Context: an optimization exercise on an open-source flow, tuned for small area, a short achievable clock period and few clock cycles per item. The choices shown serve that exercise and are no tape-out recipe.
The RTL was checked by simulation tests, not by an equivalence proof against the original design.

==> flow/design.v <==
module muldiv_unit (
    input  logic        clk,
    input  logic        rst,
    input  logic        start_i,
    input  logic [1:0]  op_i,
    input  logic [31:0] a_i,
    input  logic [31:0] b_i,
    input  logic        cancel_i,
    output logic        busy_o,
    output logic        done_o,
    output logic [31:0] hi_o,
    output logic [31:0] lo_o,
    output logic        divzero_o
);
    typedef enum logic [1:0] {IDLE = 2'd0, MUL = 2'd1, NORM = 2'd2, DIV = 2'd3} state_e;
    state_e       state_q;
    logic [4:0]   cnt_q;      
    logic [1:0]   last_q;     
    logic         hx_q;       
    logic [3:0]   one_q, two_q, bneg_q;   
    logic         ux_q;       
    logic         mlast_q;    
    logic [31:0]  hi_q, lo_q;
    logic [32:0]  d_q;        
    logic         sgn_q, negq_q, negr_q, negb_q, nsel_q, done_q, dz_q;
    function automatic logic [1:0] last_chunk(input logic [31:0] x, input logic sgn);
        logic [31:0] e;
        e = sgn ? (x ^ {32{x[31]}}) : x;
        if (e[31:8] == '0 && !(sgn && e[7]))        last_chunk = 2'd0;
        else if (e[31:16] == '0 && !(sgn && e[15])) last_chunk = 2'd1;
        else if (e[31:24] == '0 && !(sgn && e[23])) last_chunk = 2'd2;
        else                                        last_chunk = 2'd3;
    endfunction
    function automatic logic [5:0] clz(input logic [31:0] x);
        clz = 6'd32;
        for (int i = 0; i < 32; i++) if (x[i]) clz = 6'(31 - i);
    endfunction
    function automatic logic [5:0] mag_clz(input logic [31:0] x, input logic sgn);
        logic neg, pow2;
        neg  = sgn && x[31];
        pow2 = (x[30:0] & ~x[31:1]) == '0;
        mag_clz = clz(neg ? ~x : x) - 6'(neg && pow2);
    endfunction
    function automatic logic [31:0] cneg(input logic [31:0] x, input logic n);
        cneg = (x ^ {32{n}}) + 32'(n);
    endfunction
    function automatic logic [11:0] booth(input logic [8:0] x);
        logic [3:0] o, t, n;
        for (int i = 0; i < 4; i++) begin
            o[i] = x[2*i] ^ x[2*i+1];
            t[i] = (x[2*i+2] & ~x[2*i+1] & ~x[2*i]) | (~x[2*i+2] & x[2*i+1] & x[2*i]);
            n[i] = x[2*i+2] & ~(x[2*i+1] & x[2*i]);
        end
        booth = {o, t, n};
    endfunction
    function automatic logic [83:0] csa(input logic [41:0] x, input logic [41:0] y,
                                        input logic [41:0] z);
        logic [41:0] c;
        c   = (x & y) | (x & z) | (y & z);
        csa = {c[40:0], 1'b0, x ^ y ^ z};
    endfunction
    logic        sgn_s, div_s, swap_s, small_s, dz_s, accept_s;
    logic [1:0]  la_s, lb_s, lq_s;
    logic [5:0]  za_s, zb_s, sh_s;
    logic [31:0] q_s;
    always_comb begin
        accept_s = start_i && !cancel_i;
        sgn_s    = !op_i[0];
        div_s    = op_i[1];
        la_s     = last_chunk(a_i, sgn_s);
        lb_s     = last_chunk(b_i, sgn_s);
        swap_s   = la_s < lb_s;
        q_s      = swap_s ? a_i : b_i;
        lq_s     = swap_s ? la_s : lb_s;
        za_s     = mag_clz(a_i, sgn_s);
        zb_s     = mag_clz(b_i, sgn_s);
        small_s  = za_s > zb_s;
        sh_s     = zb_s - za_s;
        dz_s     = b_i == '0;
    end
    logic [41:0] op_s [6];
    logic [41:0] ss_s [4];
    logic [41:0] cs_s [4];
    logic [41:0] macc_s;
    logic [64:0] mfull_s;
    logic [63:0] mres_s;
    logic [34:0] row_s [4];
    always_comb begin
        for (int i = 0; i < 4; i++) begin
            row_s[i] = ((one_q[i] ? {{2{d_q[32]}}, d_q} : 35'd0)
                      | (two_q[i] ? {d_q[32], d_q, 1'b0} : 35'd0)) ^ {35{bneg_q[i]}};
        end
        op_s[0] = {{9{hx_q}}, hi_q};
        op_s[1] = {{7{row_s[0][34]}}, row_s[0]};
        op_s[2] = {{5{row_s[1][34]}}, row_s[1], 2'b00};
        op_s[3] = {{3{row_s[2][34]}}, row_s[2], 4'b0000};
        op_s[4] = {{1{row_s[3][34]}}, row_s[3], 6'b000000};
        op_s[5] = (ux_q ? {{1{d_q[32]}}, d_q, 8'd0} : 42'd0)
                | {35'd0, bneg_q[3], 1'b0, bneg_q[2], 1'b0, bneg_q[1], 1'b0, bneg_q[0]};
        {cs_s[0], ss_s[0]} = csa(op_s[0], op_s[1], op_s[2]);
        {cs_s[1], ss_s[1]} = csa(op_s[3], op_s[4], op_s[5]);
        {cs_s[2], ss_s[2]} = csa(ss_s[0], cs_s[0], ss_s[1]);
        {cs_s[3], ss_s[3]} = csa(ss_s[2], cs_s[2], cs_s[1]);
        macc_s  = ss_s[3] + cs_s[3];
        mfull_s = {macc_s[40:0], lo_q[31:8]};
        case (mlast_q ? last_q : 2'd3)
            2'd3:    mres_s = mfull_s[63:0];
            2'd2:    mres_s = {{7{mfull_s[64]}}, mfull_s[64:8]};
            2'd1:    mres_s = {{15{mfull_s[64]}}, mfull_s[64:16]};
            default: mres_s = {{23{mfull_s[64]}}, mfull_s[64:24]};
        endcase
    end
    logic [31:0] nhi_s, nlo_s;
    logic [32:0] mbs_s;
    always_comb begin
        nhi_s = cneg(hi_q, negr_q);
        nlo_s = nsel_q ? cneg(d_q[31:0], negb_q) : cneg(lo_q, negq_q);
        mbs_s = {nlo_s, 1'b0} << {cnt_q[4:1], 1'b0};
    end
    logic [33:0] df1_s, df2_s;
    logic [31:0] r1_s, r2_s;
    logic        ge1_s, ge2_s;
    always_comb begin
        df1_s = {2'b0, hi_q} - {1'b0, d_q};
        ge1_s = !df1_s[33];
        r1_s  = ge1_s ? df1_s[31:0] : hi_q;
        df2_s = {2'b0, r1_s} - {2'b0, d_q[32:1]};
        ge2_s = !df2_s[33];
        r2_s  = ge2_s ? df2_s[31:0] : r1_s;
    end
    assign busy_o    = !cancel_i && (start_i || (state_q != IDLE));
    assign done_o    = done_q;
    assign divzero_o = dz_q;
    assign hi_o      = nhi_s;
    assign lo_o      = nlo_s;
    always_ff @(posedge clk) begin
        if (rst) begin
            state_q <= IDLE;
            done_q  <= 1'b0;
            dz_q    <= 1'b0;
        end else begin
            done_q <= 1'b0;
            dz_q   <= 1'b0;
            case (state_q)
                IDLE: begin
                    if (accept_s) begin
                        if (!div_s) begin
                            state_q <= MUL;
                        end else if (dz_s || small_s) begin
                            done_q <= 1'b1;
                            dz_q   <= dz_s;
                        end else begin
                            state_q <= NORM;
                        end
                    end
                end
                MUL: begin
                    if (cancel_i) begin
                        state_q <= IDLE;
                    end else if (mlast_q) begin
                        done_q  <= 1'b1;
                        state_q <= IDLE;
                    end
                end
                NORM: begin
                    state_q <= cancel_i ? IDLE : DIV;
                end
                DIV: begin
                    if (cancel_i) begin
                        state_q <= IDLE;
                    end else if (cnt_q == 5'd1) begin
                        done_q  <= 1'b1;
                        state_q <= IDLE;
                    end
                end
                default: state_q <= IDLE;
            endcase
        end
    end
    always_ff @(posedge clk) begin
        case (state_q)
            IDLE: begin
                sgn_q   <= sgn_s;
                negb_q  <= sgn_s && b_i[31];
                negq_q  <= div_s && sgn_s && (a_i[31] ^ b_i[31]) && !small_s && !dz_s;
                negr_q  <= div_s && sgn_s && a_i[31] && !small_s && !dz_s;
                nsel_q  <= div_s && !small_s && !dz_s;
                hx_q    <= 1'b0;
                hi_q    <= div_s ? a_i : '0;
                lo_q    <= div_s ? {32{dz_s}} : q_s;
                d_q     <= div_s ? {1'b0, b_i}
                         : swap_s ? {sgn_s & b_i[31], b_i} : {sgn_s & a_i[31], a_i};
                last_q  <= lq_s;
                cnt_q   <= div_s ? (sh_s[4:0] | 5'd1) : 5'(lq_s);
                mlast_q <= lq_s == 2'd0;
                ux_q    <= lq_s == 2'd0 && !sgn_s && q_s[7];
                {one_q, two_q, bneg_q} <= booth({q_s[7:0], 1'b0});
            end
            MUL: begin
                {hi_q, lo_q} <= mres_s;
                hx_q         <= macc_s[40];
                cnt_q        <= cnt_q - 5'd1;
                mlast_q      <= cnt_q == 5'd1;
                ux_q         <= cnt_q == 5'd1 && !sgn_q && lo_q[15];
                {one_q, two_q, bneg_q} <= booth(lo_q[15:7]);
            end
            NORM: begin
                hi_q   <= nhi_s;
                d_q    <= mbs_s;
                nsel_q <= 1'b0;
            end
            DIV: begin
                hi_q  <= r2_s;
                lo_q  <= {lo_q[29:0], ge1_s, ge2_s};
                d_q   <= {2'b0, d_q[32:2]};
                cnt_q <= cnt_q - 5'd2;
            end
            default: ;
        endcase
    end
endmodule
Settings: LEC_CHECK=0, CAP_MARGIN=20, CORE_MARGIN=2, CORE_UTILIZATION=50, SETUP_SLACK_MARGIN=4.5, SLEW_MARGIN=20; clock period 10.5 ns.
run.sh (not shown) runs the stock make flow with config.mk's settings and CLKGATE_MAP_FILE= SYNTH_SCRIPT=/design/flow/synth_recipe.tcl, a recipe that flattens the netlist after the stock synthesis.
Testbench counts at the start, summed over its fixed seeds: cycles 9,455, items 2,400.
Change:
--- a/flow/config.mk
+++ b/flow/config.mk
@@ -11 +11 @@
-export SETUP_SLACK_MARGIN = 4.5
+export SETUP_SLACK_MARGIN = 4.25
After rerunning: Maximum frequency went down by about 3.4%; design area went down by about 1.4%; worst setup slack degrades by 0.21 ns; non-clock buffer count went down by 14; utilization went down by 0.81 points; global-route usage went up by 0.55 points; wire length went up by about 0.6%; worst hold slack improves by 0.013 ns; clock skew is about the same.

==> afterwards: timing with drivers on the ports <==
How much do the figures lean on ideal ports? The routed layouts below were timed once more, with nothing changed but the port constraints. Step 1 assumes that a clkbuf_16 drives the clock port and a buf_2 every other input. Step 2, shift: input delay + t, output delay - t, t = (earliest + latest rising clock arrival at the registers) / 2. This alone moves slack from input paths to output paths. Three values: ideal ports, drivers, drivers and shift; two values: the first two.
run	shift t [ns]	slack for setup (ns)	slew at the worst register clock pin (ns)	cell pins on the clock port's net
the first run	0.541	4.500 / 4.436 / 4.108	0.07 / 0.07	1
the second run	0.551	4.291 / 4.249 / 3.854	0.08 / 0.08	1
After both steps every run listed still meets setup and hold. The setup slack of the second run, which loses most, moves by -0.042 ns with the drivers and by -0.437 ns with both steps.
